Background: an optimization exercise with open tools, aiming at small area and a short achievable clock period. Do not read the settings as production practice.
At most, simulation tests tie the RTL to the original design; equivalence was not proved.
No activity file was given, so power comes from the tool's default toggle rates.

## lc3b_decode_exec
module lc3b_decode_exec
(
    input  logic                   clk,
    input  logic                   rst_n,
    input  logic                   instr_valid,
    input  lc3b_types::lc3b_word   instr,
    input  lc3b_types::lc3b_word   pc,
    output logic                   retire_valid,
    output logic                   retire_reg_we,
    output logic [2:0]             retire_dest,
    output logic [15:0]            retire_value,
    output logic [2:0]             retire_cc,
    output logic                   retire_mem_rd,
    output logic                   retire_mem_wr,
    output logic                   retire_mem_byte,
    output logic [15:0]            retire_mem_addr,
    output logic [15:0]            retire_mem_wdata,
    output logic                   retire_redirect,
    output logic [15:0]            retire_target
);
export LEC_CHECK = 0
export CAP_MARGIN = 20
export CORE_MARGIN = 2
export CORE_UTILIZATION = 55
export CTS_BUF_LIST = sky130_fd_sc_hd__clkbuf_8
export SETUP_SLACK_MARGIN = 1.5
export SLEW_MARGIN = 20
create_clock -name core_clock -period 5.0 [get_ports {clk}]
standard.sh (not shown) runs the stock make flow with config.mk's settings and CLKGATE_MAP_FILE= SYNTH_SCRIPT=/design/flow/synth_recipe.tcl, a recipe that flattens the netlist after the stock synthesis.
==> flow/flow/run.sh <==
#!/bin/bash
# standard layout, with the port buffers made from the smallest buffer
cp standard.sh standard_sh.txt
export BUFFER_PORTS_ARGS="-buffer_cell sky130_fd_sc_hd__buf_1"
bash standard.sh > standard.log 2>&1
The starting point went through all stages and came out clean.
Change:
CTS_CLUSTER_DIAMETER = 60   (was not set)
CTS_CLUSTER_SIZE = 14   (was not set)
SETUP_SLACK_MARGIN = 2.0   (was 1.5)
Effect:
- worst hold slack improved by 7.8 ps
- count of clock-buffer cells in the layout falls by 19
- sequential power is about the same
- synthesized area is unchanged
- die area does not change
Change:
CTS_BUF_LIST = sky130_fd_sc_hd__clkbuf_16   (was sky130_fd_sc_hd__clkbuf_8)
CTS_CLUSTER_DIAMETER = 100   (was 60)
CTS_CLUSTER_SIZE = 24   (was 14)
SETUP_SLACK_MARGIN = 1.8   (was 2.0)
Effect: The new run completed without violations. Worst setup slack loses 74 ps. Cell count went down by 2.8%. Critical path depth stays the same. Synthesized area is unchanged.

========
lc3b_decode_exec, a different RTL version from the one above (not shown whole).
Size: about 13000 sq um of cells after synthesis.
clock: 5.0 ns
lec_check: 0
abc_area: 1
cap_margin: 20
core_margin: 2
core_utilization: 55
cts_buf_list: sky130_fd_sc_hd__clkbuf_16
cts_cluster_diameter: 100
cts_cluster_size: 24
setup_slack_margin: 2.2
slew_margin: 20
Scripts as last shown in full above: flow/flow/run.sh
The first run ran to the end with no violations.
Change:
Settings changed: ABC_AREA 1 to not set, SETUP_SLACK_MARGIN 2.2 to 2.1.
After rerunning: Fmax rose by about 1.2%. Worst setup slack improved by 0.036 ns. Hold slack gets better by 0.030 ns.
Change:
Settings changed: ABC_AREA set to 1, SETUP_SLACK_MARGIN 2.1 to 2.0.
Result:
- total power decreases by 2.3%
- sequential share of layout area drops by 0.23 points
- synthesized area goes up by 6.3%
- routed wire length increases by 8.1%
- design area fell by 0.34%
- synthesized cell count goes up by 43%
- combinational power drops by about 8%
Change:
Settings changed: ABC_AREA 1 to not set, CORE_UTILIZATION 55 to 65, PLACE_DENSITY set to 0.8, SETUP_SLACK_MARGIN 2.0 to 1.8.
Combinational power hardly moves.
Wire length goes down by 13%.
Clock skew falls by 0.014 ns.
Core utilization rose by 11 points.
Die area shrinks by about 20%.
Maximum frequency fell by 6.3%.
Global-route usage came out higher by 2.0 points.
Cell count came out lower by 29%.
Count of clock-buffer cells in the layout is unchanged.
Setup slack got worse by 0.20 ns.
Change:
Settings changed: ABC_AREA set to 1, CORE_UTILIZATION 65 to 55, PLACE_DENSITY 0.8 to not set, SETUP_SLACK_MARGIN 1.8 to 1.6.
What happened: Sequential share of layout area went down by 1.8 points; global-route usage drops by 2.2 points; die area rises by a quarter to a third.

========
The RTL this note starts from:
==> flow/design.v <==
package lc3b_types;
    typedef logic [16-1:0] lc3b_word;
    typedef logic [3-1:0] lc3b_reg;
    typedef enum logic [3:0] {
        op_br   = 4'b0000,
        op_add  = 4'b0001,
        op_ldb  = 4'b0010,
        op_stb  = 4'b0011,
        op_jsr  = 4'b0100,
        op_and  = 4'b0101,
        op_ldr  = 4'b0110,
        op_str  = 4'b0111,
        op_rti  = 4'b1000,
        op_not  = 4'b1001,
        op_ldi  = 4'b1010,
        op_sti  = 4'b1011,
        op_jmp  = 4'b1100,
        op_shf  = 4'b1101,
        op_lea  = 4'b1110,
        op_trap = 4'b1111
    } lc3b_opcode;
    typedef enum logic [2:0] {
        alu_add,
        alu_and,
        alu_not,
        alu_passa,
        alu_passb
    } lc3b_aluop;
    typedef struct packed {
        lc3b_opcode opcode;
        lc3b_aluop  aluop;
        logic       addr1mux_sel;
        logic [1:0] addr2mux_sel;
        logic       addr3mux_sel;
        logic       lshf;
        logic       br_op;
        logic       jsr_op;
        logic       trap_op;
        logic       jmp_op;
        logic       uncond_op;
        logic       sr2mux_sel;
        logic       storemux_sel;
        logic [1:0] wbmux_sel;
        logic       dest_mux_sel;
        logic       load_reg;
        logic       load_cc;
        logic       dcacheR;
        logic       dcacheW;
        logic       dcache_enable;
        logic       d_mem_byte_sel;
        logic       alu_result_mux_sel;
        logic       stb_op;
        logic       ldi_op;
        logic       ldb_op;
        lc3b_word   pc;
    } lc3b_control_word;
    typedef struct packed {
        lc3b_control_word ctrl;
        lc3b_word         ir;
        lc3b_word         sr1_val;
        lc3b_word         sr2_val;
        lc3b_reg          dest;
    } idex_t;
    typedef struct packed {
        logic       reg_we;
        lc3b_reg    dest;
        lc3b_word   value;
        logic [2:0] cc;
        logic       mem_rd;
        logic       mem_wr;
        logic       mem_byte;
        lc3b_word   mem_addr;
        lc3b_word   mem_wdata;
        logic       redirect;
        lc3b_word   target;
    } retire_t;
endpackage
module lc3b_decode_exec
(
    input  logic                   clk,
    input  logic                   rst_n,
    input  logic                   instr_valid,
    input  lc3b_types::lc3b_word   instr,
    input  lc3b_types::lc3b_word   pc,
    output logic                   retire_valid,
    output logic                   retire_reg_we,
    output logic [2:0]             retire_dest,
    output logic [15:0]            retire_value,
    output logic [2:0]             retire_cc,
    output logic                   retire_mem_rd,
    output logic                   retire_mem_wr,
    output logic                   retire_mem_byte,
    output logic [15:0]            retire_mem_addr,
    output logic [15:0]            retire_mem_wdata,
    output logic                   retire_redirect,
    output logic [15:0]            retire_target
);
    logic        ex_valid;
    logic [15:0] ir;
    logic [15:0] pc2;
    logic [7:0]  sel_a;      
    logic        byp_a;      
    logic [7:0]  sel_b;      
    logic        byp_b;
    logic        use_pc;     
    logic        c_st;       
    logic        i5, i6w, i6b, i9, i11;   
    logic        r_valid;
    logic        r_we, r_rd, r_wr, r_byte, r_redirect;
    logic [2:0]  r_dest;
    logic [15:0] r_value;
    logic [15:0] r_target;
    logic [2:0]  cc_old;
    logic        cc_pend;
    logic [15:0] rf [8];
    logic [7:0]  rf_ok;
    logic [7:0] wsel;
    always_comb
        for (int i = 0; i < 8; i++)
            wsel[i] = r_we && r_dest == i;
    always_ff @(posedge clk)
        for (int i = 0; i < 8; i++)
            if (wsel[i])
                rf[i] <= r_value;
    always_ff @(posedge clk or negedge rst_n)
        if (!rst_n)
            rf_ok <= '0;
        else
            rf_ok <= rf_ok | wsel;
    logic [3:0] d_op;
    logic       d_st, d_use_a, d_use_b, d_use_pc;
    logic [2:0] d_idx_b;
    logic [7:0] ok_next;
    logic       x_we;
    logic [2:0] x_dest;
    assign d_op = instr[15:12];
    assign d_st = (d_op[1:0] == 2'b11) && (d_op[3:2] != 2'b11);
    assign d_use_a = !(d_op == 4'b0000 || d_op == 4'b1000 || d_op == 4'b1110 ||
                       d_op == 4'b1111 || (d_op == 4'b0100 && instr[11]));
    assign d_use_b = d_st || ((d_op == 4'b0001 || d_op == 4'b0101) && !instr[5]);
    assign d_idx_b = d_st ? instr[11:9] : instr[2:0];
    assign d_use_pc = d_op == 4'b0000 || d_op == 4'b1110 || (d_op == 4'b0100 && instr[11]);
    assign ok_next = rf_ok | wsel;
    always_ff @(posedge clk or negedge rst_n)
        if (!rst_n)
            ex_valid <= 1'b0;
        else
            ex_valid <= instr_valid;
    always_ff @(posedge clk)
    begin
        ir <= instr;
        pc2 <= {pc[15:1] + 15'd1, pc[0]};
        use_pc <= d_use_pc;
        c_st <= d_st;
        i5  <= (d_op == 4'b0001 || d_op == 4'b0101) && instr[5];
        i6w <= (d_op == 4'b0110 || d_op == 4'b1010 || d_op == 4'b0111 || d_op == 4'b1011);
        i6b <= (d_op == 4'b0010 || d_op == 4'b0011);
        i9  <= d_op == 4'b0000 || d_op == 4'b1110;
        i11 <= d_op == 4'b0100 && instr[11];
        byp_a <= d_use_a && x_we && x_dest == instr[8:6];
        byp_b <= d_use_b && x_we && x_dest == d_idx_b;
        for (int i = 0; i < 8; i++)
        begin
            sel_a[i] <= d_use_a && ok_next[i] && instr[8:6] == i &&
                        !(x_we && x_dest == instr[8:6]);
            sel_b[i] <= d_use_b && ok_next[i] && d_idx_b == i &&
                        !(x_we && x_dest == d_idx_b);
        end
    end
    logic [3:0] op;
    assign op = ir[15:12];
    logic is_br, is_add, is_ldb, is_stb, is_jsr, is_and, is_ldr, is_str;
    logic is_not, is_ldi, is_sti, is_jmp, is_shf, is_lea, is_trap;
    assign is_br   = op == 4'b0000;
    assign is_add  = op == 4'b0001;
    assign is_ldb  = op == 4'b0010;
    assign is_stb  = op == 4'b0011;
    assign is_jsr  = op == 4'b0100;
    assign is_and  = op == 4'b0101;
    assign is_ldr  = op == 4'b0110;
    assign is_str  = op == 4'b0111;
    assign is_not  = op == 4'b1001;
    assign is_ldi  = op == 4'b1010;
    assign is_sti  = op == 4'b1011;
    assign is_jmp  = op == 4'b1100;
    assign is_shf  = op == 4'b1101;
    assign is_lea  = op == 4'b1110;
    assign is_trap = op == 4'b1111;
    logic is_ld, is_st, is_byte, ld_cc, wr;
    assign is_ld   = is_ldr | is_ldi | is_ldb;
    assign is_st   = is_str | is_sti | is_stb;
    assign is_byte = is_ldb | is_stb;
    assign ld_cc   = is_add | is_and | is_not | is_shf | is_lea;
    assign wr      = ld_cc | is_jsr;
    assign x_we = ex_valid && wr;
    assign x_dest = is_jsr ? 3'd7 : ir[11:9];
    logic [15:0] a, b;
    always_comb
    begin
        a = {16{byp_a}} & r_value;
        b = {16{byp_b}} & r_value;
        for (int i = 0; i < 8; i++)
        begin
            a = a | ({16{sel_a[i]}} & rf[i]);
            b = b | ({16{sel_b[i]}} & rf[i]);
        end
    end
    logic [15:0] imm, y;
    assign imm = ({16{i5}}  & {{11{ir[4]}}, ir[4:0]}) |
                 ({16{i6b}} & {{10{ir[5]}}, ir[5:0]}) |
                 ({16{i6w}} & {{9{ir[5]}}, ir[5:0], 1'b0}) |
                 ({16{i9}}  & {{6{ir[8]}}, ir[8:0], 1'b0}) |
                 ({16{i11}} & {{4{ir[10]}}, ir[10:0], 1'b0});
    assign y = ({16{!c_st}} & b) | imm;
    logic [15:0] base, sum;
    assign base = a | ({16{use_pc}} & pc2);
    assign sum = base + y;
    logic        shl;
    logic [15:0] sh_in, sh_out, shf;
    assign shl = !ir[4];
    always_comb
        for (int i = 0; i < 16; i++)
            sh_in[i] = shl ? a[15 - i] : a[i];
    assign sh_out = 16'($signed({ir[5] & ir[4] & a[15], sh_in}) >>> ir[3:0]);
    always_comb
        for (int i = 0; i < 16; i++)
            shf[i] = shl ? sh_out[15 - i] : sh_out[i];
    logic [15:0] value, target;
    always_comb
    begin
        if (is_and)
            value = a & y;
        else if (is_not)
            value = ~a;
        else if (is_shf)
            value = shf;
        else if (is_jsr | is_trap)
            value = pc2;
        else if (is_st)
            value = is_byte ? {b[7:0], b[7:0]} : b;
        else
            value = sum;
    end
    assign target = is_trap ? {7'b0, ir[7:0], 1'b0} : sum;
    logic [2:0] cc_cur;
    assign cc_cur = cc_pend ? {r_value[15], r_value == 16'd0, !r_value[15] && (r_value != 16'd0)}
                            : cc_old;
    always_ff @(posedge clk or negedge rst_n)
    begin
        if (!rst_n)
        begin
            r_valid <= 1'b0;
            r_we <= 1'b0;
            cc_old <= 3'b010;
            cc_pend <= 1'b0;
        end
        else
        begin
            r_valid <= ex_valid;
            r_we <= x_we;
            cc_old <= cc_cur;
            cc_pend <= ex_valid & ld_cc;
        end
    end
    always_ff @(posedge clk)
    begin
        r_rd <= is_ld | is_trap;
        r_wr <= is_st;
        r_byte <= is_byte;
        r_redirect <= is_jmp | is_jsr | (is_br & |(ir[11:9] & cc_cur));
        r_dest <= (is_jsr | is_trap) ? 3'd7 : ir[11:9];
        r_value <= value;
        r_target <= target;
    end
    assign retire_valid = r_valid;
    assign retire_reg_we = r_we;
    assign retire_dest = r_dest;
    assign retire_value = r_value;
    assign retire_cc = cc_cur;
    assign retire_mem_rd = r_rd;
    assign retire_mem_wr = r_wr;
    assign retire_mem_byte = r_byte;
    assign retire_mem_addr = r_target;
    assign retire_mem_wdata = r_value;
    assign retire_redirect = r_redirect;
    assign retire_target = r_target;
endmodule
==> flow/config.mk <==
export PLATFORM = sky130hd
export DESIGN_NAME = lc3b_decode_exec
export DESIGN_NICKNAME = lc3b_decode_exec
export VERILOG_FILES = /design/flow/design.v
export SDC_FILE = /design/flow/constraint.sdc
export NUM_CORES = 4
export LEC_CHECK = 0
export CAP_MARGIN = 20
export CORE_MARGIN = 2
export CORE_UTILIZATION = 40
export SETUP_SLACK_MARGIN = 1.5
export SLEW_MARGIN = 20
==> flow/constraint.sdc <==
create_clock -name core_clock -period 5.0 [get_ports {clk}]
set_input_delay 1.0000 -clock core_clock [delete_from_list [all_inputs] [get_ports {clk}]]
set_output_delay 1.0000 -clock core_clock [all_outputs]
set_load 0.01 [all_outputs]
run.sh (not shown) runs the stock make flow with config.mk's settings and CLKGATE_MAP_FILE= SYNTH_SCRIPT=/design/flow/synth_recipe.tcl, a recipe that flattens the netlist after the stock synthesis.
Stock flow here: none of the scripts above is used.
Edit:
CORE_UTILIZATION = 55   (was 40)
SETUP_SLACK_MARGIN = 2.2   (was 1.5)
Count of clock-buffer cells in the layout does not change.
Sequential power falls by about 2%.
Worst setup slack is better by 0.022 ns.
Edit:
==> flow/flow/run.sh (new file) <==
#!/bin/bash
# standard layout, with the port buffers made from the smallest buffer
cp standard.sh standard_sh.txt
export BUFFER_PORTS_ARGS="-buffer_cell sky130_fd_sc_hd__buf_1"
bash standard.sh > standard.log 2>&1
==> flow/standard.sh (new file) <==
#!/bin/bash
# synth_recipe.tcl (not shown) runs the flow's synth.tcl, then flattens the netlist and writes it again
# the make line also repeats each setting of config.mk as NAME=value (left out here)
make -C /OpenROAD-flow-scripts/flow DESIGN_CONFIG=/design/flow/config.mk WORK_HOME=/design/flow/orfs CLKGATE_MAP_FILE= SYNTH_SCRIPT=/design/flow/synth_recipe.tcl "${@:-finish}"
CTS_BUF_LIST = sky130_fd_sc_hd__clkbuf_8   (was not set)
SETUP_SLACK_MARGIN = 1.5   (was 2.2)
removed: flow/run.sh
=> Area after synthesis does not change; wire length came out lower by a few percent; sequential share of layout area came out higher by 3.5 points; global-route usage came out lower by 1.7 points.
Edit:
CORE_UTILIZATION = 40   (was 55)
CTS_BUF_LIST = not set   (was sky130_fd_sc_hd__clkbuf_8)
Result: Worst setup slack gets worse by 0.051 ns; critical path depth shrinks by 2; fmax shrinks by 1.4%; non-clock buffer count shrinks by 5; wire length grows by 2.3%; clock power grows by 28%; first-iteration DRC count shrinks by 19%; area after synthesis does not change; register-to-register slack gets worse by 0.05 ns.
Edit:
==> flow/run.sh (new file) <==
#!/bin/bash
# synth_recipe.tcl (not shown) runs the flow's synth.tcl, then flattens the netlist and writes it again
# the make line also repeats each setting of config.mk as NAME=value (left out here)
make -C /OpenROAD-flow-scripts/flow DESIGN_CONFIG=/design/flow/config.mk WORK_HOME=/design/flow/orfs CLKGATE_MAP_FILE= SYNTH_SCRIPT=/design/flow/synth_recipe.tcl finish
SETUP_SLACK_MARGIN = not set   (was 1.5)
removed: flow/flow/run.sh
removed: flow/standard.sh
The new run completed without violations.
Count of clock-buffer cells in the layout decreases by 2.
Synthesized area does not change.
Wire length decreases slightly.
No functional check of the RTL was part of any run of this note.

==> port drivers added, routing unchanged <==
The flow's constraints put no driver on any port. The routed layouts listed below were extracted and timed again, unchanged, in two steps.
Step 1 (the two cells are an assumption about what drives the block):
set clk [get_ports {clk}]
set_driving_cell -lib_cell sky130_fd_sc_hd__clkbuf_16 $clk
set_driving_cell -lib_cell sky130_fd_sc_hd__buf_2 [delete_from_list [all_inputs] $clk]
Step 2, shift: input delay + t, output delay - t, t = (earliest + latest rising clock arrival at the registers) / 2. This alone moves slack from input paths to output paths.
Slacks: no drivers / after step 1 / after step 2; pairs: no drivers / after step 1.
run | t (ns) | setup WS [ns] | latest minus earliest clock arrival (ns) | worst slew at a driven data input, ns
the first run of note 1 | 0.607 | 1.532 / 1.522 / 1.532 | 0.032 / 0.031 | 0.04
the second run of note 1 | 0.620 | 1.813 / 1.768 / 1.617 | 0.031 / 0.030 | 0.03
the third run of note 1 | 0.553 | 1.739 / 1.690 / 1.602 | 0.043 / 0.043 | 0.04
the first run of note 2 | 0.551 | 1.999 / 1.949 / 2.151 | 0.024 / 0.024 | 0.04
the second run of note 2 | 0.551 | 2.035 / 2.035 / 1.757 | 0.028 / 0.028 | 0.04
the third run of note 2 | 0.552 | 1.999 / 1.950 / 2.078 | 0.029 / 0.029 | 0.04
the fourth run of note 2 | 0.524 | 1.798 / 1.756 / 1.459 | 0.014 / 0.014 | 0.04
the fifth run of note 2 | 0.550 | 1.663 / 1.613 / 1.688 | 0.027 / 0.027 | 0.03
the first run of note 3 | 0.609 | 1.358 / 1.358 / 1.094 | 0.034 / 0.034 | 0.04
the second run of note 3 | 0.587 | 1.380 / 1.380 / 1.380 | 0.019 / 0.020 | 0.04
the third run of note 3 | 0.591 | 1.450 / 1.450 / 1.352 | 0.032 / 0.033 | 0.03
the fourth run of note 3 | 0.607 | 1.398 / 1.398 / 1.212 | 0.015 / 0.015 | 0.04
the fifth run of note 3 | 0.609 | 0.617 / 0.617 / 0.617 | 0.030 / 0.030 | 0.04
After both steps setup and hold are still met in every run listed. For the fourth run of note 2, which loses most, drivers alone change the setup slack by -0.042 ns; drivers and shift together by -0.339 ns.
